Background: an optimization exercise with open tools, aiming at small area, a short achievable clock period and few clock cycles. Do not read the settings as production practice.
RTL that was checked went through simulation tests only; none was proved equivalent to the original.

## the previous run
==> flow/design.v <==
module mesh_top (
    input  logic        clock,
    input  logic        reset,
    input  logic        block_all_paths,
    input  logic [3:0]  req_valid,
    input  logic [71:0] req,
    output logic [3:0]  req_ready,
    output logic [3:0]  recv_valid,
    output logic [3:0]  recv_last,
    output logic [7:0]  recv_src,
    output logic [31:0] recv_data
);
    logic [3:0]      s_vld;
    logic [3:0]      s_last;
    logic [3:0][1:0] s_src;
    logic [3:0][7:0] s_data;
    logic [3:0][7:0] s_left;
    logic [3:0][3:0] take;
    logic [3:0]      ready;    
    logic [3:0]      one;
    logic [3:0][3:0] want;     
    logic [3:0][3:0] grant;    
    logic [3:0]      load;
    logic [3:0]      free_next;
    function automatic [1:0] rank(input int s, input int d);
        case ((s - d) & 3)
            1:       rank = 2'd0;
            3:       rank = 2'd1;
            default: rank = 2'd2;
        endcase
    endfunction
    always_comb
    begin
        for (int s = 0; s < 4; s++)
        begin
            for (int d = 0; d < 4; d++)
            begin
                want[s][d] = (s != d) && req_valid[s] && !ready[s]
                             && req[18*s+16 +: 2] == d;
            end
        end
        for (int d = 0; d < 4; d++)
        begin
            load[d] = take[0][d] || take[1][d] || take[2][d] || take[3][d];
            free_next[d] = !load[d] && (!s_vld[d] || s_last[d] || s_left[d] == 8'd2);
        end
        for (int s = 0; s < 4; s++)
        begin
            for (int d = 0; d < 4; d++)
            begin
                grant[s][d] = want[s][d] && free_next[d] && !block_all_paths;
                for (int o = 0; o < 4; o++)
                begin
                    if (rank(o, d) < rank(s, d) && want[o][d])
                        grant[s][d] = 1'b0;
                end
            end
        end
    end
    always_ff @(posedge clock)
    begin
        for (int s = 0; s < 4; s++)
        begin
            ready[s] <= !reset && |grant[s];
            one[s]   <= req[18*s+8 +: 8] == 8'd1;
            for (int d = 0; d < 4; d++)
            begin
                if (s == d || reset)
                    take[s][d] <= 1'b0;
                else
                    take[s][d] <= grant[s][d];
            end
        end
    end
    always_ff @(posedge clock)
    begin
        for (int d = 0; d < 4; d++)
        begin
            logic       lv;
            logic       l1;
            logic [1:0] ls;
            logic [7:0] ll;
            logic [7:0] lf;
            lv = 1'b0;
            l1 = 1'b0;
            ls = 2'd0;
            ll = 8'd0;
            lf = 8'd0;
            for (int s = 0; s < 4; s++)
            begin
                if (take[s][d])
                begin
                    lv |= req_valid[s];
                    l1 |= one[s];
                    ls |= s[1:0];
                    ll |= req[18*s+8 +: 8];
                    lf |= req[18*s +: 8];
                end
            end
            if (reset)
            begin
                s_vld[d]  <= 1'b0;
                s_last[d] <= 1'b0;
            end
            else if (load[d])
            begin
                s_vld[d]  <= lv;
                s_last[d] <= lv && l1;
            end
            else if (s_last[d])
            begin
                s_vld[d]  <= 1'b0;
                s_last[d] <= 1'b0;
            end
            else if (s_vld[d])
            begin
                s_last[d] <= s_left[d] == 8'd2;
            end
            if (load[d])
            begin
                s_src[d]  <= ls;
                s_data[d] <= lf;
                s_left[d] <= ll;
            end
            else
            begin
                s_data[d] <= s_data[d] + 8'd1;
                s_left[d] <= s_left[d] - 8'd1;
            end
        end
    end
    assign req_ready  = ready;
    assign recv_valid = s_vld;
    assign recv_last  = s_last;
    for (genvar d = 0; d < 4; d++)
    begin : g_out
        assign recv_src[2*d +: 2]  = s_src[d];
        assign recv_data[8*d +: 8] = s_data[d];
    end
endmodule
clock: 3.8 ns
lec_check: 0
cap_margin: 20
core_margin: 2
core_utilization: 50
setup_slack_margin: 2.2
slew_margin: 20
tns_end_percent: 0
standard.sh (not shown) runs the stock make flow with config.mk's settings and CLKGATE_MAP_FILE= SYNTH_SCRIPT=/design/flow/synth_recipe.tcl, a recipe that flattens the netlist after the stock synthesis.
==> flow/flow/run.sh <==
#!/bin/bash
# Standard layout with two changes: every port is buffered by a plain buf_1
# (buffer_ports otherwise picks a slow clkdlybuf4s50_1), and clock tree
# synthesis adds no dummy load cells.
set -euo pipefail
bash standard.sh \
    "BUFFER_PORTS_ARGS=-buffer_cell sky130_fd_sc_hd__buf_1" \
    "CTS_ARGS=-sink_clustering_enable -repair_clock_nets -dont_use_dummy_load -buf_list sky130_fd_sc_hd__clkbuf_8" \
    finish > standard_flow.log 2>&1
The previous run went all the way through the flow, and no timing, DRC or antenna check failed.
### the previous run -> the current run
--- a/flow/design.v
+++ b/flow/design.v
@@ -20,17 +20,10 @@
     logic [3:0]      one;
     logic [3:0][3:0] want;     
     logic [3:0][3:0] grant;    
     logic [3:0]      load;
     logic [3:0]      free_next;
-    function automatic [1:0] rank(input int s, input int d);
-        case ((s - d) & 3)
-            1:       rank = 2'd0;
-            3:       rank = 2'd1;
-            default: rank = 2'd2;
-        endcase
-    endfunction
     always_comb
     begin
         for (int s = 0; s < 4; s++)
         begin
             for (int d = 0; d < 4; d++)
@@ -47,13 +40,13 @@
         for (int s = 0; s < 4; s++)
         begin
             for (int d = 0; d < 4; d++)
             begin
                 grant[s][d] = want[s][d] && free_next[d] && !block_all_paths;
-                for (int o = 0; o < 4; o++)
+                for (int o = s + 1; o < 4; o++)
                 begin
-                    if (rank(o, d) < rank(s, d) && want[o][d])
+                    if (want[o][d])
                         grant[s][d] = 1'b0;
                 end
             end
         end
     end
==> comparison <==
The current run ended with more post-route met1 wirelength than the previous run. Per the comparison of the current run with the previous run, core area shows an increase of 0.93%, routed length on met3 moved up, portion of the layout cell area used by non-clock buffers now sits higher, vias per cell went up 0.24, worst hold margin now larger. The current run vs. the previous run: number of non-clock buffers in the layout increased by about 5% relative to the old numbers; headroom to the max-slew limit increased by 6.7 points relative to the old numbers; total non-filler cell area in the finished layout increased by about 3.4% relative to the old numbers. Changes observed in the current run relative to the previous run: synthesized instance count shows a reduction of 17; final worst-path cycle share shrank by 3.5 points; total length of routed met2 wires moved up. The previous run was carried through to the last stage, and its layout satisfied the timing, design-rule and antenna checks. Both conditions hold for the current run: the flow ran to the end and the final layout passed the timing, design-rule and antenna checks.
Testbench counts of the current run, summed over its fixed seeds: cycles 11,138.
The RTL of the previous run was laid out without a check of its function.

==> static timing again, ports no longer ideal <==
How much do the figures lean on ideal ports? The routed layouts below were timed once more, with nothing changed but the port constraints. Step 1, drivers: a clkbuf_16 drives clock and a buf_2 each remaining input, both assumed. Step 2 also shifts input and output timing later by t, the mid clock arrival at the registers, as if the neighbouring blocks saw the same clock. Three values: ideal, step 1, step 2; two values: the first two.
run	shift t [ns]	setup slack, ns	worst register clock-pin slew, ns
the previous run	0.382	1.907 / 1.907 / 1.617	0.09 / 0.09
the current run	0.391	2.041 / 2.051 / 1.662	0.09 / 0.09
After both steps every run listed still meets setup and hold. The setup slack of the current run, which loses most, moves by +0.010 ns with the drivers and by -0.379 ns with both steps.
